Background: an optimization exercise with open tools, aiming at small area, a short achievable clock period and few clock cycles. Do not read the settings as production practice.
In this exercise RTL edits were held to simulation tests only and were not proved equivalent to the original.

`flow/run.sh`:
```
#!/bin/bash
# synth_recipe.tcl (not shown) runs the flow's synth.tcl, then flattens the netlist and writes it again
# the make line also repeats each setting of config.mk as NAME=value (left out here)
make -C /OpenROAD-flow-scripts/flow DESIGN_CONFIG=/design/flow/config.mk WORK_HOME=/design/flow/orfs CLKGATE_MAP_FILE= SYNTH_SCRIPT=/design/flow/synth_recipe.tcl finish
```
`flow/config.mk`:
```
export PLATFORM = sky130hd
export DESIGN_NAME = qkt_score_unit
export DESIGN_NICKNAME = qkt_score_unit
export VERILOG_FILES = /design/flow/design.v
export SDC_FILE = /design/flow/constraint.sdc
export NUM_CORES = 4
export LEC_CHECK = 0
export CAP_MARGIN = 20
export CORE_MARGIN = 2
export CORE_UTILIZATION = 40
export SLEW_MARGIN = 20
```
`flow/constraint.sdc`:
```
create_clock -name core_clock -period 12.0 [get_ports {clk}]
set_input_delay 2.4000 -clock core_clock [delete_from_list [all_inputs] [get_ports {clk}]]
set_output_delay 2.4000 -clock core_clock [all_outputs]
set_load 0.01 [all_outputs]
```
`flow/design.v`:
```
module qkt_score_unit #(
  parameter int ADDR_W = 16,
  parameter int DATA_W = 32,
  parameter int MAX_D  = 64
) (
  input  logic              clk,
  input  logic              reset_n,
  input  logic              start,
  output logic              ready,
  output logic              err,
  input  logic [ADDR_W-1:0] q_base,
  input  logic [ADDR_W-1:0] k_base,
  input  logic [ADDR_W-1:0] s_base,
  input  logic [15:0]       num_rows,
  input  logic [15:0]       num_cols,
  output logic [ADDR_W-1:0] sram_read_address,
  input  logic [DATA_W-1:0] sram_read_data,
  output logic              sram_write_enable,
  output logic [ADDR_W-1:0] sram_write_address,
  output logic [DATA_W-1:0] sram_write_data
);
  logic              r_ready, r_run, r_err, r_ph, r_bad, r_wide, r_kfirst;
  logic [15:0]       r_ra, r_rb, r_qrow, r_kb, r_sp;
  logic [15:0]       r_n, r_jc, r_ic;
  logic [6:0]        r_d, r_kc;
  logic w_klast, w_jlast, w_ilast, w_rowend;
  logic [15:0] w_ra_inc;
  assign w_klast  = (r_kc == 7'd1);
  assign w_jlast  = (r_jc == 16'd1);
  assign w_ilast  = (r_ic == 16'd1);
  assign w_rowend = w_klast && w_jlast;
  assign w_ra_inc = r_ra + 16'd1;
  logic r_v2, r_first2, r_last2, r_fin2;
  logic r_v3, r_first3, r_last3, r_fin3;
  logic r_v4, r_last4, r_fin4;
  logic r_last5, r_fin5;
  logic r_we, r_fin6;
  always_ff @(posedge clk or negedge reset_n) begin
    if (!reset_n) begin
      r_ready <= 1'b1;
      r_run   <= 1'b0;
      r_err   <= 1'b0;
    end else begin
      if (r_ready) begin
        if (start) begin
          r_ready <= 1'b0;
          r_run   <= 1'b1;
        end
      end else if (r_run && r_bad) begin
        r_ready <= 1'b1;
        r_run   <= 1'b0;
        r_err   <= r_wide;
      end else begin
        if (r_run) r_err <= 1'b0;
        if (r_run && r_ph && w_rowend && w_ilast) r_run <= 1'b0;
        if (r_we && r_fin6) r_ready <= 1'b1;
      end
    end
  end
  always_ff @(posedge clk) begin
    if (r_ready) begin
      r_ra     <= k_base;
      r_rb     <= q_base;
      r_qrow   <= q_base;
      r_kb     <= k_base;
      r_n      <= num_rows;
      r_jc     <= num_rows;
      r_ic     <= num_rows;
      r_d      <= num_cols[6:0];
      r_kc     <= num_cols[6:0];
      r_kfirst <= 1'b1;
      r_ph     <= 1'b0;
      r_bad    <= (num_rows == 16'd0) || (num_cols == 16'd0) || (num_cols > 16'd64);
      r_wide   <= (num_rows != 16'd0) && (num_cols > 16'd64);
    end else if (r_run) begin
      r_ph <= !r_ph;
      r_ra <= r_rb;
      if (!r_ph) begin
        r_rb <= w_rowend ? r_kb : w_ra_inc;
      end else begin
        r_rb <= (w_klast && !w_jlast) ? r_qrow : w_ra_inc;
        if (w_rowend) r_qrow <= w_ra_inc;
        r_kc     <= w_klast ? r_d : r_kc - 7'd1;
        r_kfirst <= w_klast;
        if (w_klast) r_jc <= w_jlast ? r_n : r_jc - 16'd1;
        if (w_rowend) r_ic <= r_ic - 16'd1;
      end
    end
  end
  always_ff @(posedge clk) begin
    if (r_ready) r_sp <= s_base;
    else if (r_we) r_sp <= r_sp + 16'd1;
  end
  always_ff @(posedge clk or negedge reset_n) begin
    if (!reset_n) begin
      {r_v2, r_first2, r_last2, r_fin2} <= '0;
      {r_v3, r_first3, r_last3, r_fin3} <= '0;
      {r_v4, r_last4, r_fin4}           <= '0;
      {r_last5, r_fin5}                 <= '0;
      {r_we, r_fin6}                    <= '0;
    end else begin
      r_v2     <= r_run && r_ph && !r_bad;
      r_first2 <= r_run && r_ph && r_kfirst;
      r_last2  <= r_run && r_ph && w_klast;
      r_fin2   <= r_run && r_ph && w_rowend && w_ilast;
      r_v3     <= r_v2;
      r_first3 <= r_first2;
      r_last3  <= r_last2;
      r_fin3   <= r_fin2;
      r_v4     <= r_v3;
      r_last4  <= r_last3;
      r_fin4   <= r_fin3;
      r_last5  <= r_last4;
      r_fin5   <= r_fin4;
      r_we     <= r_last5;
      r_fin6   <= r_fin5;
    end
  end
  logic [31:0] r_rd;
  logic [16:0] r_khi;
  logic [15:0] r_qlo;
  logic [23:0] r_enc;
  logic [31:0] r_as, r_ac, r_wd;
  logic [16:0] w_chunk;
  logic [23:0] w_enc;
  logic [31:0] w_m, w_s, w_c;
  assign w_chunk = r_v2 ? {r_rd[15:0], 1'b0} : r_khi;
  always_comb begin
    for (int r = 0; r < 8; r++) begin
      logic b0, b1, b2;
      b0 = w_chunk[2*r];
      b1 = w_chunk[2*r+1];
      b2 = w_chunk[2*r+2];
      w_enc[3*r]   = b1 ^ b0;
      w_enc[3*r+1] = (b2 & !b1 & !b0) | (!b2 & b1 & b0);
      w_enc[3*r+2] = b2;
    end
  end
  assign w_m = r_v4 ? {r_qlo, 16'd0} : r_rd;
  qkt_mac_tree u_tree (
    .m(w_m), .enc(r_enc), .clr(r_first3),
    .as_i(r_as), .ac_i(r_ac), .s_o(w_s), .c_o(w_c)
  );
  always_ff @(posedge clk) begin
    r_rd  <= sram_read_data;
    r_khi <= r_rd[31:15];
    r_qlo <= r_rd[15:0];
    r_enc <= w_enc;
    r_as  <= w_s;
    r_ac  <= w_c;
    r_wd  <= r_as + {r_ac[30:0], 1'b0};
  end
  assign ready              = r_ready;
  assign err                = r_err;
  assign sram_read_address  = r_ra;
  assign sram_write_enable  = r_we;
  assign sram_write_address = r_sp;
  assign sram_write_data    = r_wd;
endmodule
module qkt_mac_tree (
  input  logic [31:0] m,       
  input  logic [23:0] enc,     
  input  logic        clr,     
  input  logic [31:0] as_i,
  input  logic [31:0] ac_i,    
  output logic [31:0] s_o,
  output logic [31:0] c_o
);
  logic [31:0] as_g, ac_g;
  logic [7:0]  neg;
  assign as_g = clr ? 32'd0 : as_i;
  assign ac_g = clr ? 32'd0 : ac_i;
  logic [31:0] pp0;
  assign neg[0] = enc[2];
  assign pp0 = (({32{enc[0]}} & m[31:0]) | ({32{enc[1]}} & {m[30:0], 1'b0})) ^ {32{enc[2]}};
  logic [29:0] pp1;
  assign neg[1] = enc[5];
  assign pp1 = (({30{enc[3]}} & m[29:0]) | ({30{enc[4]}} & {m[28:0], 1'b0})) ^ {30{enc[5]}};
  logic [27:0] pp2;
  assign neg[2] = enc[8];
  assign pp2 = (({28{enc[6]}} & m[27:0]) | ({28{enc[7]}} & {m[26:0], 1'b0})) ^ {28{enc[8]}};
  logic [25:0] pp3;
  assign neg[3] = enc[11];
  assign pp3 = (({26{enc[9]}} & m[25:0]) | ({26{enc[10]}} & {m[24:0], 1'b0})) ^ {26{enc[11]}};
  logic [23:0] pp4;
  assign neg[4] = enc[14];
  assign pp4 = (({24{enc[12]}} & m[23:0]) | ({24{enc[13]}} & {m[22:0], 1'b0})) ^ {24{enc[14]}};
  logic [21:0] pp5;
  assign neg[5] = enc[17];
  assign pp5 = (({22{enc[15]}} & m[21:0]) | ({22{enc[16]}} & {m[20:0], 1'b0})) ^ {22{enc[17]}};
  logic [19:0] pp6;
  assign neg[6] = enc[20];
  assign pp6 = (({20{enc[18]}} & m[19:0]) | ({20{enc[19]}} & {m[18:0], 1'b0})) ^ {20{enc[20]}};
  logic [17:0] pp7;
  assign neg[7] = enc[23];
  assign pp7 = (({18{enc[21]}} & m[17:0]) | ({18{enc[22]}} & {m[16:0], 1'b0})) ^ {18{enc[23]}};
  logic s1;
  logic c2;
  logic s3;
  logic c4;
  logic s5;
  logic c6;
  logic s7;
  logic c8;
  logic s9;
  logic c10;
  logic s11;
  logic c12;
  logic s13;
  logic c14;
  logic s15;
  logic c16;
  logic s17;
  logic c18;
  logic s19;
  logic c20;
  logic s21;
  logic c22;
  logic s23;
  logic c24;
  logic s25;
  logic c26;
  logic s27;
  logic c28;
  logic s29;
  logic c30;
  logic s31;
  logic c32;
  logic s33;
  logic c34;
  logic s35;
  logic c36;
  logic s37;
  logic c38;
  logic s39;
  logic c40;
  logic s41;
  logic c42;
  logic s43;
  logic c44;
  logic s45;
  logic c46;
  logic s47;
  logic c48;
  logic s49;
  logic c50;
  logic s51;
  logic c52;
  logic s53;
  logic c54;
  logic s55;
  logic c56;
  logic s57;
  logic c58;
  logic s59;
  logic c60;
  logic s61;
  logic c62;
  logic s63;
  logic c64;
  logic s65;
  logic c66;
  logic s67;
  logic c68;
  logic s69;
  logic c70;
  logic s71;
  logic c72;
  logic s73;
  logic s74;
  logic s75;
  logic c76;
  logic s77;
  logic c78;
  logic s79;
  logic c80;
  logic s81;
  logic c82;
  logic s83;
  logic c84;
  logic s85;
  logic c86;
  logic s87;
  logic c88;
  logic s89;
  logic c90;
  logic s91;
  logic c92;
  logic s93;
  logic c94;
  logic s95;
  logic c96;
  logic s97;
  logic c98;
  logic s99;
  logic c100;
  logic s101;
  logic c102;
  logic s103;
  logic c104;
  logic s105;
  logic c106;
  logic s107;
  logic c108;
  logic s109;
  logic c110;
  logic s111;
  logic c112;
  logic s113;
  logic c114;
  logic s115;
  logic c116;
  logic s117;
  logic c118;
  logic s119;
  logic c120;
  logic s121;
  logic c122;
  logic s123;
  logic c124;
  logic s125;
  logic c126;
  logic s127;
  logic c128;
  logic s129;
  logic c130;
  logic s131;
  logic c132;
  logic s133;
  logic c134;
  logic s135;
  logic c136;
  logic s137;
  logic c138;
  logic s139;
  logic c140;
  logic s141;
  logic c142;
  logic s143;
  logic c144;
  logic s145;
  logic c146;
  logic s147;
  logic c148;
  logic s149;
  logic c150;
  logic s151;
  logic c152;
  logic s153;
  logic c154;
  logic s155;
  logic c156;
  logic s157;
  logic c158;
  logic s159;
  logic c160;
  logic s161;
  logic c162;
  logic s163;
  logic c164;
  logic s165;
  logic c166;
  logic s167;
  logic c168;
  logic s169;
  logic c170;
  logic s171;
  logic c172;
  logic s173;
  logic c174;
  logic s175;
  logic c176;
  logic s177;
  logic c178;
  logic s179;
  logic c180;
  logic s181;
  logic c182;
  logic s183;
  logic c184;
  logic s185;
  logic c186;
  logic s187;
  logic c188;
  logic s189;
  logic c190;
  logic s191;
  logic c192;
  logic s193;
  logic c194;
  logic s195;
  logic c196;
  logic s197;
  logic c198;
  logic s199;
  logic c200;
  logic s201;
  logic c202;
  logic s203;
  logic c204;
  logic s205;
  logic c206;
  logic s207;
  logic c208;
  logic s209;
  logic c210;
  logic s211;
  logic c212;
  logic s213;
  logic s214;
  logic s215;
  logic s216;
  logic c217;
  logic s218;
  logic c219;
  logic s220;
  logic c221;
  logic s222;
  logic c223;
  logic s224;
  logic c225;
  logic s226;
  logic c227;
  logic s228;
  logic c229;
  logic s230;
  logic c231;
  logic s232;
  logic c233;
  logic s234;
  logic c235;
  logic s236;
  logic c237;
  logic s238;
  logic c239;
  logic s240;
  logic c241;
  logic s242;
  logic c243;
  logic s244;
  logic c245;
  logic s246;
  logic c247;
  logic s248;
  logic c249;
  logic s250;
  logic c251;
  logic s252;
  logic c253;
  logic s254;
  logic c255;
  logic s256;
  logic c257;
  logic s258;
  logic c259;
  logic s260;
  logic c261;
  logic s262;
  logic c263;
  logic s264;
  logic c265;
  logic s266;
  logic c267;
  logic s268;
  logic c269;
  logic s270;
  logic c271;
  logic s272;
  logic c273;
  logic s274;
  logic c275;
  logic s276;
  logic c277;
  logic s278;
  logic c279;
  logic s280;
  logic c281;
  logic s282;
  logic c283;
  logic s284;
  logic c285;
  logic s286;
  logic c287;
  logic s288;
  logic c289;
  logic s290;
  logic c291;
  logic s292;
  logic c293;
  logic s294;
  logic c295;
  logic s296;
  logic c297;
  logic s298;
  logic c299;
  logic s300;
  logic c301;
  logic s302;
  logic c303;
  logic s304;
  logic c305;
  logic s306;
  logic c307;
  logic s308;
  logic c309;
  logic s310;
  logic c311;
  logic s312;
  logic c313;
  logic s314;
  logic c315;
  logic s316;
  logic c317;
  logic s318;
  logic c319;
  logic s320;
  logic c321;
  logic s322;
  logic c323;
  logic s324;
  logic c325;
  logic s326;
  logic c327;
  logic s328;
  logic s329;
  logic s330;
  logic c331;
  logic s332;
  logic c333;
  logic s334;
  logic c335;
  logic s336;
  logic c337;
  logic s338;
  logic c339;
  logic s340;
  logic c341;
  logic s342;
  logic c343;
  logic s344;
  logic c345;
  logic s346;
  logic c347;
  logic s348;
  logic c349;
  logic s350;
  logic c351;
  logic s352;
  logic c353;
  logic s354;
  logic c355;
  logic s356;
  logic c357;
  logic s358;
  logic c359;
  logic s360;
  logic c361;
  logic s362;
  logic c363;
  logic s364;
  logic c365;
  logic s366;
  logic c367;
  logic s368;
  logic c369;
  logic s370;
  logic c371;
  logic s372;
  logic c373;
  logic s374;
  logic c375;
  logic s376;
  logic c377;
  logic s378;
  logic c379;
  logic s380;
  logic c381;
  logic s382;
  logic c383;
  logic s384;
  logic c385;
  logic s386;
  logic c387;
  logic s388;
  logic s389;
  logic c390;
  logic s391;
  logic c392;
  logic s393;
  logic c394;
  logic s395;
  logic c396;
  logic s397;
  logic c398;
  logic s399;
  logic c400;
  logic s401;
  logic c402;
  logic s403;
  logic c404;
  logic s405;
  logic c406;
  logic s407;
  logic c408;
  logic s409;
  logic c410;
  logic s411;
  logic c412;
  logic s413;
  logic c414;
  logic s415;
  logic c416;
  logic s417;
  logic c418;
  logic s419;
  logic c420;
  logic s421;
  logic c422;
  logic s423;
  logic c424;
  logic s425;
  logic c426;
  logic s427;
  logic c428;
  logic s429;
  logic c430;
  logic s431;
  logic c432;
  logic s433;
  logic c434;
  logic s435;
  logic c436;
  logic s437;
  logic c438;
  logic s439;
  logic c440;
  logic s441;
  logic c442;
  logic s443;
  logic c444;
  logic s445;
  logic c446;
  logic s447;
  logic c448;
  logic s449;
  logic c450;
  logic s451;
  assign s1 = pp0[12] ^ pp1[10];
  assign c2 = pp0[12] & pp1[10];
  assign s3 = pp0[13] ^ pp1[11];
  assign c4 = pp0[13] & pp1[11];
  assign s5 = pp0[14] ^ pp1[12] ^ pp2[10];
  assign c6 = (pp0[14] & pp1[12]) | (pp0[14] & pp2[10]) | (pp1[12] & pp2[10]);
  assign s7 = pp3[8] ^ pp4[6];
  assign c8 = pp3[8] & pp4[6];
  assign s9 = pp0[15] ^ pp1[13] ^ pp2[11];
  assign c10 = (pp0[15] & pp1[13]) | (pp0[15] & pp2[11]) | (pp1[13] & pp2[11]);
  assign s11 = pp3[9] ^ pp4[7];
  assign c12 = pp3[9] & pp4[7];
  assign s13 = pp0[16] ^ pp1[14] ^ pp2[12];
  assign c14 = (pp0[16] & pp1[14]) | (pp0[16] & pp2[12]) | (pp1[14] & pp2[12]);
  assign s15 = pp3[10] ^ pp4[8];
  assign c16 = pp3[10] & pp4[8];
  assign s17 = pp0[17] ^ pp1[15] ^ pp2[13];
  assign c18 = (pp0[17] & pp1[15]) | (pp0[17] & pp2[13]) | (pp1[15] & pp2[13]);
  assign s19 = pp3[11] ^ pp4[9];
  assign c20 = pp3[11] & pp4[9];
  assign s21 = pp0[18] ^ pp1[16] ^ pp2[14];
  assign c22 = (pp0[18] & pp1[16]) | (pp0[18] & pp2[14]) | (pp1[16] & pp2[14]);
  assign s23 = pp3[12] ^ pp4[10];
  assign c24 = pp3[12] & pp4[10];
  assign s25 = pp0[19] ^ pp1[17] ^ pp2[15];
  assign c26 = (pp0[19] & pp1[17]) | (pp0[19] & pp2[15]) | (pp1[17] & pp2[15]);
  assign s27 = pp3[13] ^ pp4[11];
  assign c28 = pp3[13] & pp4[11];
  assign s29 = pp0[20] ^ pp1[18] ^ pp2[16];
  assign c30 = (pp0[20] & pp1[18]) | (pp0[20] & pp2[16]) | (pp1[18] & pp2[16]);
  assign s31 = pp3[14] ^ pp4[12];
  assign c32 = pp3[14] & pp4[12];
  assign s33 = pp0[21] ^ pp1[19] ^ pp2[17];
  assign c34 = (pp0[21] & pp1[19]) | (pp0[21] & pp2[17]) | (pp1[19] & pp2[17]);
  assign s35 = pp3[15] ^ pp4[13];
  assign c36 = pp3[15] & pp4[13];
  assign s37 = pp0[22] ^ pp1[20] ^ pp2[18];
  assign c38 = (pp0[22] & pp1[20]) | (pp0[22] & pp2[18]) | (pp1[20] & pp2[18]);
  assign s39 = pp3[16] ^ pp4[14];
  assign c40 = pp3[16] & pp4[14];
  assign s41 = pp0[23] ^ pp1[21] ^ pp2[19];
  assign c42 = (pp0[23] & pp1[21]) | (pp0[23] & pp2[19]) | (pp1[21] & pp2[19]);
  assign s43 = pp3[17] ^ pp4[15];
  assign c44 = pp3[17] & pp4[15];
  assign s45 = pp0[24] ^ pp1[22] ^ pp2[20];
  assign c46 = (pp0[24] & pp1[22]) | (pp0[24] & pp2[20]) | (pp1[22] & pp2[20]);
  assign s47 = pp3[18] ^ pp4[16];
  assign c48 = pp3[18] & pp4[16];
  assign s49 = pp0[25] ^ pp1[23] ^ pp2[21];
  assign c50 = (pp0[25] & pp1[23]) | (pp0[25] & pp2[21]) | (pp1[23] & pp2[21]);
  assign s51 = pp3[19] ^ pp4[17];
  assign c52 = pp3[19] & pp4[17];
  assign s53 = pp0[26] ^ pp1[24] ^ pp2[22];
  assign c54 = (pp0[26] & pp1[24]) | (pp0[26] & pp2[22]) | (pp1[24] & pp2[22]);
  assign s55 = pp3[20] ^ pp4[18];
  assign c56 = pp3[20] & pp4[18];
  assign s57 = pp0[27] ^ pp1[25] ^ pp2[23];
  assign c58 = (pp0[27] & pp1[25]) | (pp0[27] & pp2[23]) | (pp1[25] & pp2[23]);
  assign s59 = pp3[21] ^ pp4[19];
  assign c60 = pp3[21] & pp4[19];
  assign s61 = pp0[28] ^ pp1[26] ^ pp2[24];
  assign c62 = (pp0[28] & pp1[26]) | (pp0[28] & pp2[24]) | (pp1[26] & pp2[24]);
  assign s63 = pp3[22] ^ pp4[20];
  assign c64 = pp3[22] & pp4[20];
  assign s65 = pp0[29] ^ pp1[27] ^ pp2[25];
  assign c66 = (pp0[29] & pp1[27]) | (pp0[29] & pp2[25]) | (pp1[27] & pp2[25]);
  assign s67 = pp3[23] ^ pp4[21];
  assign c68 = pp3[23] & pp4[21];
  assign s69 = pp0[30] ^ pp1[28] ^ pp2[26];
  assign c70 = (pp0[30] & pp1[28]) | (pp0[30] & pp2[26]) | (pp1[28] & pp2[26]);
  assign s71 = pp3[24] ^ pp4[22];
  assign c72 = pp3[24] & pp4[22];
  assign s73 = pp0[31] ^ pp1[29] ^ pp2[27];
  assign s74 = pp3[25] ^ pp4[23];
  assign s75 = pp0[6] ^ pp1[4];
  assign c76 = pp0[6] & pp1[4];
  assign s77 = pp0[7] ^ pp1[5];
  assign c78 = pp0[7] & pp1[5];
  assign s79 = pp0[8] ^ pp1[6] ^ pp2[4];
  assign c80 = (pp0[8] & pp1[6]) | (pp0[8] & pp2[4]) | (pp1[6] & pp2[4]);
  assign s81 = pp3[2] ^ pp4[0];
  assign c82 = pp3[2] & pp4[0];
  assign s83 = pp0[9] ^ pp1[7] ^ pp2[5];
  assign c84 = (pp0[9] & pp1[7]) | (pp0[9] & pp2[5]) | (pp1[7] & pp2[5]);
  assign s85 = pp3[3] ^ pp4[1];
  assign c86 = pp3[3] & pp4[1];
  assign s87 = pp0[10] ^ pp1[8] ^ pp2[6];
  assign c88 = (pp0[10] & pp1[8]) | (pp0[10] & pp2[6]) | (pp1[8] & pp2[6]);
  assign s89 = pp3[4] ^ pp4[2] ^ pp5[0];
  assign c90 = (pp3[4] & pp4[2]) | (pp3[4] & pp5[0]) | (pp4[2] & pp5[0]);
  assign s91 = neg[5] ^ as_g[10];
  assign c92 = neg[5] & as_g[10];
  assign s93 = pp0[11] ^ pp1[9] ^ pp2[7];
  assign c94 = (pp0[11] & pp1[9]) | (pp0[11] & pp2[7]) | (pp1[9] & pp2[7]);
  assign s95 = pp3[5] ^ pp4[3] ^ pp5[1];
  assign c96 = (pp3[5] & pp4[3]) | (pp3[5] & pp5[1]) | (pp4[3] & pp5[1]);
  assign s97 = as_g[11] ^ ac_g[10];
  assign c98 = as_g[11] & ac_g[10];
  assign s99 = s1 ^ pp2[8] ^ pp3[6];
  assign c100 = (s1 & pp2[8]) | (s1 & pp3[6]) | (pp2[8] & pp3[6]);
  assign s101 = pp4[4] ^ pp5[2] ^ pp6[0];
  assign c102 = (pp4[4] & pp5[2]) | (pp4[4] & pp6[0]) | (pp5[2] & pp6[0]);
  assign s103 = neg[6] ^ as_g[12] ^ ac_g[11];
  assign c104 = (neg[6] & as_g[12]) | (neg[6] & ac_g[11]) | (as_g[12] & ac_g[11]);
  assign s105 = s3 ^ pp2[9] ^ pp3[7];
  assign c106 = (s3 & pp2[9]) | (s3 & pp3[7]) | (pp2[9] & pp3[7]);
  assign s107 = pp4[5] ^ pp5[3] ^ pp6[1];
  assign c108 = (pp4[5] & pp5[3]) | (pp4[5] & pp6[1]) | (pp5[3] & pp6[1]);
  assign s109 = as_g[13] ^ ac_g[12] ^ c2;
  assign c110 = (as_g[13] & ac_g[12]) | (as_g[13] & c2) | (ac_g[12] & c2);
  assign s111 = s5 ^ s7 ^ pp5[4];
  assign c112 = (s5 & s7) | (s5 & pp5[4]) | (s7 & pp5[4]);
  assign s113 = pp6[2] ^ pp7[0] ^ neg[7];
  assign c114 = (pp6[2] & pp7[0]) | (pp6[2] & neg[7]) | (pp7[0] & neg[7]);
  assign s115 = as_g[14] ^ ac_g[13] ^ c4;
  assign c116 = (as_g[14] & ac_g[13]) | (as_g[14] & c4) | (ac_g[13] & c4);
  assign s117 = s9 ^ s11 ^ pp5[5];
  assign c118 = (s9 & s11) | (s9 & pp5[5]) | (s11 & pp5[5]);
  assign s119 = pp6[3] ^ pp7[1] ^ as_g[15];
  assign c120 = (pp6[3] & pp7[1]) | (pp6[3] & as_g[15]) | (pp7[1] & as_g[15]);
  assign s121 = ac_g[14] ^ c6 ^ c8;
  assign c122 = (ac_g[14] & c6) | (ac_g[14] & c8) | (c6 & c8);
  assign s123 = s13 ^ s15 ^ pp5[6];
  assign c124 = (s13 & s15) | (s13 & pp5[6]) | (s15 & pp5[6]);
  assign s125 = pp6[4] ^ pp7[2] ^ as_g[16];
  assign c126 = (pp6[4] & pp7[2]) | (pp6[4] & as_g[16]) | (pp7[2] & as_g[16]);
  assign s127 = ac_g[15] ^ c10 ^ c12;
  assign c128 = (ac_g[15] & c10) | (ac_g[15] & c12) | (c10 & c12);
  assign s129 = s17 ^ s19 ^ pp5[7];
  assign c130 = (s17 & s19) | (s17 & pp5[7]) | (s19 & pp5[7]);
  assign s131 = pp6[5] ^ pp7[3] ^ as_g[17];
  assign c132 = (pp6[5] & pp7[3]) | (pp6[5] & as_g[17]) | (pp7[3] & as_g[17]);
  assign s133 = ac_g[16] ^ c14 ^ c16;
  assign c134 = (ac_g[16] & c14) | (ac_g[16] & c16) | (c14 & c16);
  assign s135 = s21 ^ s23 ^ pp5[8];
  assign c136 = (s21 & s23) | (s21 & pp5[8]) | (s23 & pp5[8]);
  assign s137 = pp6[6] ^ pp7[4] ^ as_g[18];
  assign c138 = (pp6[6] & pp7[4]) | (pp6[6] & as_g[18]) | (pp7[4] & as_g[18]);
  assign s139 = ac_g[17] ^ c18 ^ c20;
  assign c140 = (ac_g[17] & c18) | (ac_g[17] & c20) | (c18 & c20);
  assign s141 = s25 ^ s27 ^ pp5[9];
  assign c142 = (s25 & s27) | (s25 & pp5[9]) | (s27 & pp5[9]);
  assign s143 = pp6[7] ^ pp7[5] ^ as_g[19];
  assign c144 = (pp6[7] & pp7[5]) | (pp6[7] & as_g[19]) | (pp7[5] & as_g[19]);
  assign s145 = ac_g[18] ^ c22 ^ c24;
  assign c146 = (ac_g[18] & c22) | (ac_g[18] & c24) | (c22 & c24);
  assign s147 = s29 ^ s31 ^ pp5[10];
  assign c148 = (s29 & s31) | (s29 & pp5[10]) | (s31 & pp5[10]);
  assign s149 = pp6[8] ^ pp7[6] ^ as_g[20];
  assign c150 = (pp6[8] & pp7[6]) | (pp6[8] & as_g[20]) | (pp7[6] & as_g[20]);
  assign s151 = ac_g[19] ^ c26 ^ c28;
  assign c152 = (ac_g[19] & c26) | (ac_g[19] & c28) | (c26 & c28);
  assign s153 = s33 ^ s35 ^ pp5[11];
  assign c154 = (s33 & s35) | (s33 & pp5[11]) | (s35 & pp5[11]);
  assign s155 = pp6[9] ^ pp7[7] ^ as_g[21];
  assign c156 = (pp6[9] & pp7[7]) | (pp6[9] & as_g[21]) | (pp7[7] & as_g[21]);
  assign s157 = ac_g[20] ^ c30 ^ c32;
  assign c158 = (ac_g[20] & c30) | (ac_g[20] & c32) | (c30 & c32);
  assign s159 = s37 ^ s39 ^ pp5[12];
  assign c160 = (s37 & s39) | (s37 & pp5[12]) | (s39 & pp5[12]);
  assign s161 = pp6[10] ^ pp7[8] ^ as_g[22];
  assign c162 = (pp6[10] & pp7[8]) | (pp6[10] & as_g[22]) | (pp7[8] & as_g[22]);
  assign s163 = ac_g[21] ^ c34 ^ c36;
  assign c164 = (ac_g[21] & c34) | (ac_g[21] & c36) | (c34 & c36);
  assign s165 = s41 ^ s43 ^ pp5[13];
  assign c166 = (s41 & s43) | (s41 & pp5[13]) | (s43 & pp5[13]);
  assign s167 = pp6[11] ^ pp7[9] ^ as_g[23];
  assign c168 = (pp6[11] & pp7[9]) | (pp6[11] & as_g[23]) | (pp7[9] & as_g[23]);
  assign s169 = ac_g[22] ^ c38 ^ c40;
  assign c170 = (ac_g[22] & c38) | (ac_g[22] & c40) | (c38 & c40);
  assign s171 = s45 ^ s47 ^ pp5[14];
  assign c172 = (s45 & s47) | (s45 & pp5[14]) | (s47 & pp5[14]);
  assign s173 = pp6[12] ^ pp7[10] ^ as_g[24];
  assign c174 = (pp6[12] & pp7[10]) | (pp6[12] & as_g[24]) | (pp7[10] & as_g[24]);
  assign s175 = ac_g[23] ^ c42 ^ c44;
  assign c176 = (ac_g[23] & c42) | (ac_g[23] & c44) | (c42 & c44);
  assign s177 = s49 ^ s51 ^ pp5[15];
  assign c178 = (s49 & s51) | (s49 & pp5[15]) | (s51 & pp5[15]);
  assign s179 = pp6[13] ^ pp7[11] ^ as_g[25];
  assign c180 = (pp6[13] & pp7[11]) | (pp6[13] & as_g[25]) | (pp7[11] & as_g[25]);
  assign s181 = ac_g[24] ^ c46 ^ c48;
  assign c182 = (ac_g[24] & c46) | (ac_g[24] & c48) | (c46 & c48);
  assign s183 = s53 ^ s55 ^ pp5[16];
  assign c184 = (s53 & s55) | (s53 & pp5[16]) | (s55 & pp5[16]);
  assign s185 = pp6[14] ^ pp7[12] ^ as_g[26];
  assign c186 = (pp6[14] & pp7[12]) | (pp6[14] & as_g[26]) | (pp7[12] & as_g[26]);
  assign s187 = ac_g[25] ^ c50 ^ c52;
  assign c188 = (ac_g[25] & c50) | (ac_g[25] & c52) | (c50 & c52);
  assign s189 = s57 ^ s59 ^ pp5[17];
  assign c190 = (s57 & s59) | (s57 & pp5[17]) | (s59 & pp5[17]);
  assign s191 = pp6[15] ^ pp7[13] ^ as_g[27];
  assign c192 = (pp6[15] & pp7[13]) | (pp6[15] & as_g[27]) | (pp7[13] & as_g[27]);
  assign s193 = ac_g[26] ^ c54 ^ c56;
  assign c194 = (ac_g[26] & c54) | (ac_g[26] & c56) | (c54 & c56);
  assign s195 = s61 ^ s63 ^ pp5[18];
  assign c196 = (s61 & s63) | (s61 & pp5[18]) | (s63 & pp5[18]);
  assign s197 = pp6[16] ^ pp7[14] ^ as_g[28];
  assign c198 = (pp6[16] & pp7[14]) | (pp6[16] & as_g[28]) | (pp7[14] & as_g[28]);
  assign s199 = ac_g[27] ^ c58 ^ c60;
  assign c200 = (ac_g[27] & c58) | (ac_g[27] & c60) | (c58 & c60);
  assign s201 = s65 ^ s67 ^ pp5[19];
  assign c202 = (s65 & s67) | (s65 & pp5[19]) | (s67 & pp5[19]);
  assign s203 = pp6[17] ^ pp7[15] ^ as_g[29];
  assign c204 = (pp6[17] & pp7[15]) | (pp6[17] & as_g[29]) | (pp7[15] & as_g[29]);
  assign s205 = ac_g[28] ^ c62 ^ c64;
  assign c206 = (ac_g[28] & c62) | (ac_g[28] & c64) | (c62 & c64);
  assign s207 = s69 ^ s71 ^ pp5[20];
  assign c208 = (s69 & s71) | (s69 & pp5[20]) | (s71 & pp5[20]);
  assign s209 = pp6[18] ^ pp7[16] ^ as_g[30];
  assign c210 = (pp6[18] & pp7[16]) | (pp6[18] & as_g[30]) | (pp7[16] & as_g[30]);
  assign s211 = ac_g[29] ^ c66 ^ c68;
  assign c212 = (ac_g[29] & c66) | (ac_g[29] & c68) | (c66 & c68);
  assign s213 = s73 ^ s74 ^ pp5[21];
  assign s214 = pp6[19] ^ pp7[17] ^ as_g[31];
  assign s215 = ac_g[30] ^ c70 ^ c72;
  assign s216 = pp0[2] ^ pp1[0];
  assign c217 = pp0[2] & pp1[0];
  assign s218 = pp0[3] ^ pp1[1];
  assign c219 = pp0[3] & pp1[1];
  assign s220 = pp0[4] ^ pp1[2] ^ pp2[0];
  assign c221 = (pp0[4] & pp1[2]) | (pp0[4] & pp2[0]) | (pp1[2] & pp2[0]);
  assign s222 = neg[2] ^ as_g[4];
  assign c223 = neg[2] & as_g[4];
  assign s224 = pp0[5] ^ pp1[3] ^ pp2[1];
  assign c225 = (pp0[5] & pp1[3]) | (pp0[5] & pp2[1]) | (pp1[3] & pp2[1]);
  assign s226 = as_g[5] ^ ac_g[4];
  assign c227 = as_g[5] & ac_g[4];
  assign s228 = s75 ^ pp2[2] ^ pp3[0];
  assign c229 = (s75 & pp2[2]) | (s75 & pp3[0]) | (pp2[2] & pp3[0]);
  assign s230 = neg[3] ^ as_g[6] ^ ac_g[5];
  assign c231 = (neg[3] & as_g[6]) | (neg[3] & ac_g[5]) | (as_g[6] & ac_g[5]);
  assign s232 = s77 ^ pp2[3] ^ pp3[1];
  assign c233 = (s77 & pp2[3]) | (s77 & pp3[1]) | (pp2[3] & pp3[1]);
  assign s234 = as_g[7] ^ ac_g[6] ^ c76;
  assign c235 = (as_g[7] & ac_g[6]) | (as_g[7] & c76) | (ac_g[6] & c76);
  assign s236 = s79 ^ s81 ^ neg[4];
  assign c237 = (s79 & s81) | (s79 & neg[4]) | (s81 & neg[4]);
  assign s238 = as_g[8] ^ ac_g[7] ^ c78;
  assign c239 = (as_g[8] & ac_g[7]) | (as_g[8] & c78) | (ac_g[7] & c78);
  assign s240 = s83 ^ s85 ^ as_g[9];
  assign c241 = (s83 & s85) | (s83 & as_g[9]) | (s85 & as_g[9]);
  assign s242 = ac_g[8] ^ c80 ^ c82;
  assign c243 = (ac_g[8] & c80) | (ac_g[8] & c82) | (c80 & c82);
  assign s244 = s87 ^ s89 ^ s91;
  assign c245 = (s87 & s89) | (s87 & s91) | (s89 & s91);
  assign s246 = ac_g[9] ^ c84 ^ c86;
  assign c247 = (ac_g[9] & c84) | (ac_g[9] & c86) | (c84 & c86);
  assign s248 = s93 ^ s95 ^ s97;
  assign c249 = (s93 & s95) | (s93 & s97) | (s95 & s97);
  assign s250 = c88 ^ c90 ^ c92;
  assign c251 = (c88 & c90) | (c88 & c92) | (c90 & c92);
  assign s252 = s99 ^ s101 ^ s103;
  assign c253 = (s99 & s101) | (s99 & s103) | (s101 & s103);
  assign s254 = c94 ^ c96 ^ c98;
  assign c255 = (c94 & c96) | (c94 & c98) | (c96 & c98);
  assign s256 = s105 ^ s107 ^ s109;
  assign c257 = (s105 & s107) | (s105 & s109) | (s107 & s109);
  assign s258 = c100 ^ c102 ^ c104;
  assign c259 = (c100 & c102) | (c100 & c104) | (c102 & c104);
  assign s260 = s111 ^ s113 ^ s115;
  assign c261 = (s111 & s113) | (s111 & s115) | (s113 & s115);
  assign s262 = c106 ^ c108 ^ c110;
  assign c263 = (c106 & c108) | (c106 & c110) | (c108 & c110);
  assign s264 = s117 ^ s119 ^ s121;
  assign c265 = (s117 & s119) | (s117 & s121) | (s119 & s121);
  assign s266 = c112 ^ c114 ^ c116;
  assign c267 = (c112 & c114) | (c112 & c116) | (c114 & c116);
  assign s268 = s123 ^ s125 ^ s127;
  assign c269 = (s123 & s125) | (s123 & s127) | (s125 & s127);
  assign s270 = c118 ^ c120 ^ c122;
  assign c271 = (c118 & c120) | (c118 & c122) | (c120 & c122);
  assign s272 = s129 ^ s131 ^ s133;
  assign c273 = (s129 & s131) | (s129 & s133) | (s131 & s133);
  assign s274 = c124 ^ c126 ^ c128;
  assign c275 = (c124 & c126) | (c124 & c128) | (c126 & c128);
  assign s276 = s135 ^ s137 ^ s139;
  assign c277 = (s135 & s137) | (s135 & s139) | (s137 & s139);
  assign s278 = c130 ^ c132 ^ c134;
  assign c279 = (c130 & c132) | (c130 & c134) | (c132 & c134);
  assign s280 = s141 ^ s143 ^ s145;
  assign c281 = (s141 & s143) | (s141 & s145) | (s143 & s145);
  assign s282 = c136 ^ c138 ^ c140;
  assign c283 = (c136 & c138) | (c136 & c140) | (c138 & c140);
  assign s284 = s147 ^ s149 ^ s151;
  assign c285 = (s147 & s149) | (s147 & s151) | (s149 & s151);
  assign s286 = c142 ^ c144 ^ c146;
  assign c287 = (c142 & c144) | (c142 & c146) | (c144 & c146);
  assign s288 = s153 ^ s155 ^ s157;
  assign c289 = (s153 & s155) | (s153 & s157) | (s155 & s157);
  assign s290 = c148 ^ c150 ^ c152;
  assign c291 = (c148 & c150) | (c148 & c152) | (c150 & c152);
  assign s292 = s159 ^ s161 ^ s163;
  assign c293 = (s159 & s161) | (s159 & s163) | (s161 & s163);
  assign s294 = c154 ^ c156 ^ c158;
  assign c295 = (c154 & c156) | (c154 & c158) | (c156 & c158);
  assign s296 = s165 ^ s167 ^ s169;
  assign c297 = (s165 & s167) | (s165 & s169) | (s167 & s169);
  assign s298 = c160 ^ c162 ^ c164;
  assign c299 = (c160 & c162) | (c160 & c164) | (c162 & c164);
  assign s300 = s171 ^ s173 ^ s175;
  assign c301 = (s171 & s173) | (s171 & s175) | (s173 & s175);
  assign s302 = c166 ^ c168 ^ c170;
  assign c303 = (c166 & c168) | (c166 & c170) | (c168 & c170);
  assign s304 = s177 ^ s179 ^ s181;
  assign c305 = (s177 & s179) | (s177 & s181) | (s179 & s181);
  assign s306 = c172 ^ c174 ^ c176;
  assign c307 = (c172 & c174) | (c172 & c176) | (c174 & c176);
  assign s308 = s183 ^ s185 ^ s187;
  assign c309 = (s183 & s185) | (s183 & s187) | (s185 & s187);
  assign s310 = c178 ^ c180 ^ c182;
  assign c311 = (c178 & c180) | (c178 & c182) | (c180 & c182);
  assign s312 = s189 ^ s191 ^ s193;
  assign c313 = (s189 & s191) | (s189 & s193) | (s191 & s193);
  assign s314 = c184 ^ c186 ^ c188;
  assign c315 = (c184 & c186) | (c184 & c188) | (c186 & c188);
  assign s316 = s195 ^ s197 ^ s199;
  assign c317 = (s195 & s197) | (s195 & s199) | (s197 & s199);
  assign s318 = c190 ^ c192 ^ c194;
  assign c319 = (c190 & c192) | (c190 & c194) | (c192 & c194);
  assign s320 = s201 ^ s203 ^ s205;
  assign c321 = (s201 & s203) | (s201 & s205) | (s203 & s205);
  assign s322 = c196 ^ c198 ^ c200;
  assign c323 = (c196 & c198) | (c196 & c200) | (c198 & c200);
  assign s324 = s207 ^ s209 ^ s211;
  assign c325 = (s207 & s209) | (s207 & s211) | (s209 & s211);
  assign s326 = c202 ^ c204 ^ c206;
  assign c327 = (c202 & c204) | (c202 & c206) | (c204 & c206);
  assign s328 = s213 ^ s214 ^ s215;
  assign s329 = c208 ^ c210 ^ c212;
  assign s330 = s216 ^ neg[1];
  assign c331 = s216 & neg[1];
  assign s332 = s218 ^ as_g[3] ^ ac_g[2];
  assign c333 = (s218 & as_g[3]) | (s218 & ac_g[2]) | (as_g[3] & ac_g[2]);
  assign s334 = s220 ^ s222 ^ ac_g[3];
  assign c335 = (s220 & s222) | (s220 & ac_g[3]) | (s222 & ac_g[3]);
  assign s336 = s224 ^ s226 ^ c221;
  assign c337 = (s224 & s226) | (s224 & c221) | (s226 & c221);
  assign s338 = s228 ^ s230 ^ c225;
  assign c339 = (s228 & s230) | (s228 & c225) | (s230 & c225);
  assign s340 = s232 ^ s234 ^ c229;
  assign c341 = (s232 & s234) | (s232 & c229) | (s234 & c229);
  assign s342 = s236 ^ s238 ^ c233;
  assign c343 = (s236 & s238) | (s236 & c233) | (s238 & c233);
  assign s344 = s240 ^ s242 ^ c237;
  assign c345 = (s240 & s242) | (s240 & c237) | (s242 & c237);
  assign s346 = s244 ^ s246 ^ c241;
  assign c347 = (s244 & s246) | (s244 & c241) | (s246 & c241);
  assign s348 = s248 ^ s250 ^ c245;
  assign c349 = (s248 & s250) | (s248 & c245) | (s250 & c245);
  assign s350 = s252 ^ s254 ^ c249;
  assign c351 = (s252 & s254) | (s252 & c249) | (s254 & c249);
  assign s352 = s256 ^ s258 ^ c253;
  assign c353 = (s256 & s258) | (s256 & c253) | (s258 & c253);
  assign s354 = s260 ^ s262 ^ c257;
  assign c355 = (s260 & s262) | (s260 & c257) | (s262 & c257);
  assign s356 = s264 ^ s266 ^ c261;
  assign c357 = (s264 & s266) | (s264 & c261) | (s266 & c261);
  assign s358 = s268 ^ s270 ^ c265;
  assign c359 = (s268 & s270) | (s268 & c265) | (s270 & c265);
  assign s360 = s272 ^ s274 ^ c269;
  assign c361 = (s272 & s274) | (s272 & c269) | (s274 & c269);
  assign s362 = s276 ^ s278 ^ c273;
  assign c363 = (s276 & s278) | (s276 & c273) | (s278 & c273);
  assign s364 = s280 ^ s282 ^ c277;
  assign c365 = (s280 & s282) | (s280 & c277) | (s282 & c277);
  assign s366 = s284 ^ s286 ^ c281;
  assign c367 = (s284 & s286) | (s284 & c281) | (s286 & c281);
  assign s368 = s288 ^ s290 ^ c285;
  assign c369 = (s288 & s290) | (s288 & c285) | (s290 & c285);
  assign s370 = s292 ^ s294 ^ c289;
  assign c371 = (s292 & s294) | (s292 & c289) | (s294 & c289);
  assign s372 = s296 ^ s298 ^ c293;
  assign c373 = (s296 & s298) | (s296 & c293) | (s298 & c293);
  assign s374 = s300 ^ s302 ^ c297;
  assign c375 = (s300 & s302) | (s300 & c297) | (s302 & c297);
  assign s376 = s304 ^ s306 ^ c301;
  assign c377 = (s304 & s306) | (s304 & c301) | (s306 & c301);
  assign s378 = s308 ^ s310 ^ c305;
  assign c379 = (s308 & s310) | (s308 & c305) | (s310 & c305);
  assign s380 = s312 ^ s314 ^ c309;
  assign c381 = (s312 & s314) | (s312 & c309) | (s314 & c309);
  assign s382 = s316 ^ s318 ^ c313;
  assign c383 = (s316 & s318) | (s316 & c313) | (s318 & c313);
  assign s384 = s320 ^ s322 ^ c317;
  assign c385 = (s320 & s322) | (s320 & c317) | (s322 & c317);
  assign s386 = s324 ^ s326 ^ c321;
  assign c387 = (s324 & s326) | (s324 & c321) | (s326 & c321);
  assign s388 = s328 ^ s329 ^ c325;
  assign s389 = pp0[0] ^ neg[0] ^ as_g[0];
  assign c390 = (pp0[0] & neg[0]) | (pp0[0] & as_g[0]) | (neg[0] & as_g[0]);
  assign s391 = pp0[1] ^ as_g[1] ^ ac_g[0];
  assign c392 = (pp0[1] & as_g[1]) | (pp0[1] & ac_g[0]) | (as_g[1] & ac_g[0]);
  assign s393 = s330 ^ as_g[2] ^ ac_g[1];
  assign c394 = (s330 & as_g[2]) | (s330 & ac_g[1]) | (as_g[2] & ac_g[1]);
  assign s395 = s332 ^ c217 ^ c331;
  assign c396 = (s332 & c217) | (s332 & c331) | (c217 & c331);
  assign s397 = s334 ^ c219 ^ c333;
  assign c398 = (s334 & c219) | (s334 & c333) | (c219 & c333);
  assign s399 = s336 ^ c223 ^ c335;
  assign c400 = (s336 & c223) | (s336 & c335) | (c223 & c335);
  assign s401 = s338 ^ c227 ^ c337;
  assign c402 = (s338 & c227) | (s338 & c337) | (c227 & c337);
  assign s403 = s340 ^ c231 ^ c339;
  assign c404 = (s340 & c231) | (s340 & c339) | (c231 & c339);
  assign s405 = s342 ^ c235 ^ c341;
  assign c406 = (s342 & c235) | (s342 & c341) | (c235 & c341);
  assign s407 = s344 ^ c239 ^ c343;
  assign c408 = (s344 & c239) | (s344 & c343) | (c239 & c343);
  assign s409 = s346 ^ c243 ^ c345;
  assign c410 = (s346 & c243) | (s346 & c345) | (c243 & c345);
  assign s411 = s348 ^ c247 ^ c347;
  assign c412 = (s348 & c247) | (s348 & c347) | (c247 & c347);
  assign s413 = s350 ^ c251 ^ c349;
  assign c414 = (s350 & c251) | (s350 & c349) | (c251 & c349);
  assign s415 = s352 ^ c255 ^ c351;
  assign c416 = (s352 & c255) | (s352 & c351) | (c255 & c351);
  assign s417 = s354 ^ c259 ^ c353;
  assign c418 = (s354 & c259) | (s354 & c353) | (c259 & c353);
  assign s419 = s356 ^ c263 ^ c355;
  assign c420 = (s356 & c263) | (s356 & c355) | (c263 & c355);
  assign s421 = s358 ^ c267 ^ c357;
  assign c422 = (s358 & c267) | (s358 & c357) | (c267 & c357);
  assign s423 = s360 ^ c271 ^ c359;
  assign c424 = (s360 & c271) | (s360 & c359) | (c271 & c359);
  assign s425 = s362 ^ c275 ^ c361;
  assign c426 = (s362 & c275) | (s362 & c361) | (c275 & c361);
  assign s427 = s364 ^ c279 ^ c363;
  assign c428 = (s364 & c279) | (s364 & c363) | (c279 & c363);
  assign s429 = s366 ^ c283 ^ c365;
  assign c430 = (s366 & c283) | (s366 & c365) | (c283 & c365);
  assign s431 = s368 ^ c287 ^ c367;
  assign c432 = (s368 & c287) | (s368 & c367) | (c287 & c367);
  assign s433 = s370 ^ c291 ^ c369;
  assign c434 = (s370 & c291) | (s370 & c369) | (c291 & c369);
  assign s435 = s372 ^ c295 ^ c371;
  assign c436 = (s372 & c295) | (s372 & c371) | (c295 & c371);
  assign s437 = s374 ^ c299 ^ c373;
  assign c438 = (s374 & c299) | (s374 & c373) | (c299 & c373);
  assign s439 = s376 ^ c303 ^ c375;
  assign c440 = (s376 & c303) | (s376 & c375) | (c303 & c375);
  assign s441 = s378 ^ c307 ^ c377;
  assign c442 = (s378 & c307) | (s378 & c377) | (c307 & c377);
  assign s443 = s380 ^ c311 ^ c379;
  assign c444 = (s380 & c311) | (s380 & c379) | (c311 & c379);
  assign s445 = s382 ^ c315 ^ c381;
  assign c446 = (s382 & c315) | (s382 & c381) | (c315 & c381);
  assign s447 = s384 ^ c319 ^ c383;
  assign c448 = (s384 & c319) | (s384 & c383) | (c319 & c383);
  assign s449 = s386 ^ c323 ^ c385;
  assign c450 = (s386 & c323) | (s386 & c385) | (c323 & c385);
  assign s451 = s388 ^ c327 ^ c387;
  assign s_o = {s451, s449, s447, s445, s443, s441, s439, s437, s435, s433, s431, s429, s427, s425, s423, s421, s419, s417, s415, s413, s411, s409, s407, s405, s403, s401, s399, s397, s395, s393, s391, s389};
  assign c_o = {1'b0, c450, c448, c446, c444, c442, c440, c438, c436, c434, c432, c430, c428, c426, c424, c422, c420, c418, c416, c414, c412, c410, c408, c406, c404, c402, c400, c398, c396, c394, c392, c390};
endmodule
```
==> flow_summary.yaml <==
timing:
  maxSlewHeadroom_pct: 25.3
  hold_violations: 0
  drv_slew: 0
  finalSetupViolCount: 0
  clock_skew_ns: 0.0206
  fmax_mhz: 205
  finalCritPeriodShare_pct: 40.6
  tns_ns: 0
  timing.final.ws_setup_ns: 7.12
  timing.hold.ws_ns: 0.351
  worst_pin_slew_ns: 1.12
  finalCriticalPeriod_ns: 4.88
  rsz0062_at_grt: "false"
setup_path:
  critPathRequiredTime_ns: 9.60
  cp_num_buf_inv: 1
  arrival_ns: 2.48
  critPathTopFamily: "flip-flops"
  worstPathMaxFanout: 89
  reg2reg_depth: 16
  cp-start-kind: "flop"
  criticalPathCategory: "flop to output pin"
  cp-end-kind: "output pin"
  path_depth: 1
  slowest_delay_ns: 1.16
  path_cells: "clkdlybuf4s50_1"
  cp_slowest_cell: "dfstp_4"
route:
  drt_iter0_drc: 1293
  ant_nets: 0
  wl_per_cell_um: 18.8
  drt-pass1-iter-count: 6
  via_per_inst: 5.28
  vias: 16100
  wl_mm: 57.4
  drcViolationCount: 0
yosys:
  syn-cell-area_um2: 22700
  ys_ff_latch: 347
  synth.distinct_cells: 62
  seq_area_frac_synth_pct: 37.4
  synth_common_cells: "xnor2_1 (221), a22oi_1 (206), fa_1 (190), dfxtp_1 (185), inv_1 (184)"
  synth_nets: 2523
  ys.flop_type: "dfxtp_1"
  yosysTopAreaCell: "edfxtp_1"
  syn_avg_cell_area_um2: 10.6
  yosysMostFrequentCell: "xnor2_1"
  synthTopCellsByArea: "edfxtp_1 (19%), fa_1 (17%), dfxtp_1 (16%)"
  synth_edf_count: 144
  synth_top_area_share_pct: 19.1
  syn_inst: 2150
  async_reset_ff_share_pct: 5.19
  yosysWarnings: 1
global_routing:
  busiest_layer: "met2"
  grt_pass1_wl_mm: 92.3
  use_met1_pct: 26.2
  antenna_found_initial: 2
  globalRouteMet2Util_pct: 32.7
  grt_pass1_vias: 16700
  grtUsageTotal_pct: 19.7
  grt_max_degree: 110
  grtUsageMet3_pct: 3.67
  grt-ovfl-total: 0
placed_design:
  placed_area_um2: 25200
  place_ws_ns: 7.32
  numPortBuffers: 181
  dp.final_hpwl_mm: 42.3
  gp_congestion: 0.842
  post-place-cells: 2973
floorplanning:
  coreArea_um2: 56300
  die_height_um: 242
  fp.dieArea_um2: 58700
  ioPinCount: 182
  die_w_um: 242
  start_util_pct: 40.3
  num_rows: 87
clocking:
  cts_tree: "done"
  numCtsBuffers: 41
  hold_buffers: 0
  cts-htree-levels: 2
  insertion_delay_ns: 0.57
  clkTransAtPathRegs_ns: 0.06
  postCtsSetupRepairBufs: 0
  clockRootBuffer: "clkbuf_16"
  clockBufferDepth: 3
  cts.sinks: 347
  post_cts_resized: 0
finish:
  final_area_um2: 26500
  area_growth_pct: 16.6
  fin_nets: 2633
  instances_no_fill: 3049
  post-route-util_pct: 47.0
  drive_gt1_share_pct: 6.98
  fillers: 5250
worst_hold_path:
  hold_class: "flop to flop"
  hold_path_depth: 0
power_and_ir_drop:
  ir_drop_mv: 0.135
  power_density_nw_per_um2: 289
  p_leak_nw: 10.2
  p_total_mw: 7.66
job:
  maxCapViolations: 0
outcome:
  status: "no timing/DRC/antenna violations"
-- metal layers --
metal | vias to the layer above | routed length, um
met5 | - | 11
li1 | 7553 | -
met3 | 84 | 3120
met4 | 2 | 1350
met1 | 8000 | 25200
met2 | 450 | 27700
-- worst paths after layout --
| kind | slack (ns) | endpoint | startpoint |
|---|---|---|---|
| worst max-delay path | 7.12 | ready | r_ready |
| worst min-delay path | 0.35 | r_khi[3] | r_rd[18] |
| worst max register to register | 7.35 | r_as[31] | r_v4 |
| worst min register to register | 0.35 | r_khi[3] | r_rd[18] |
| max in group asynchronous | 9.15 | r_err | reset_n |
| min in group asynchronous | 2.32 | r_fin2 | reset_n |
-- state kept, by name, summed over array words and instances, names as in the netlist, 7 cells and up --
signal  count
r_as       32
r_rd       32
r_d         7
r_qlo      15
r_ic       16
r_sp       16
r_wd       32
r_qrow     16
r_khi      17
r_n        16
r_rb       16
r_enc      24
r_ac       31
r_kb       16
r_jc       16
r_ra       16
r_kc        7
-- final cells by class --
type / instances / area [um^2] / share of cell area [%]
Antenna cell: 1 / 2.50 / 0.00946
Clock buffer: 59 / 1210 / 4.57
Clock inverter: 16 / 96.3 / 0.364
Inverter: 185 / 694 / 2.62
Multi-Input combinational cell: 1468 / 12900 / 48.9
Sequential cell: 347 / 8490 / 32.1
Tap cell: 756 / 946 / 3.57
Timing Repair Buffer: 217 / 2080 / 7.87
-- report_power, final --
group | internal (mW) | switching [mW]
combinational | 2.00 | 2.31
clock | 0.704 | 0.506
sequential | 1.84 | 0.294
total | 4.54 | 3.11
-- cell families (layout without fill, tap and decap cells) --
group | Yosys count | in the layout | synth area share, %
AND/OR/NAND/NOR | 392 | 392 | 8.73
other | 0 | 1 | 0
buffers and inverters | 335 | 477 | 5.67
multiplexers | 52 | 52 | 2.50
XOR/XNOR | 309 | 309 | 11.9
AO/OA/AOI/OAI | 457 | 457 | 13.3
adder cells (fa/ha/maj) | 258 | 258 | 20.5
flip-flops | 347 | 347 | 37.4
-- placed cells by master, fill, tap and decap left out, drive strengths merged, types with 35 or more instances in the layout --
cell type,synthesis,final
edfxtp,144,144
o21ai,97,97
mux2,37,37
clkdlybuf4s50,0,181
nor2b,57,57
xnor2,221,221
inv,184,187
a22oi,206,206
nand3,35,35
nand2,105,105
ha,68,68
xor2,88,88
clkbuf,120,59
a21oi,78,78
dfxtp,185,185
nor2,86,86
buf,30,36
fa,190,190
Testbench counts, summed over its fixed seeds: cycles 541,160.

[re-timing with driven ports]
The flow's constraints put no driver on any port. The routed layout listed below was extracted and timed again, unchanged, in two steps. Step 1: set_driving_cell puts a clkbuf_16 on clk and a buf_2 on each other input, an assumption about the parent block. Step 2, shift: input delay + t, output delay - t, t = (earliest + latest rising clock arrival at the registers) / 2. This alone moves slack from input paths to output paths. a / b / c = ideal ports / drivers / drivers and shift; a / b = the first two.
t (ns): 0.613
slack for setup (ns): 7.122 / 7.064 / 7.346
cell pins on the clock port's net: 1
After both steps setup and hold are still met in this run. The setup slack of this run moves by -0.058 ns with the drivers and by +0.224 ns with both steps.
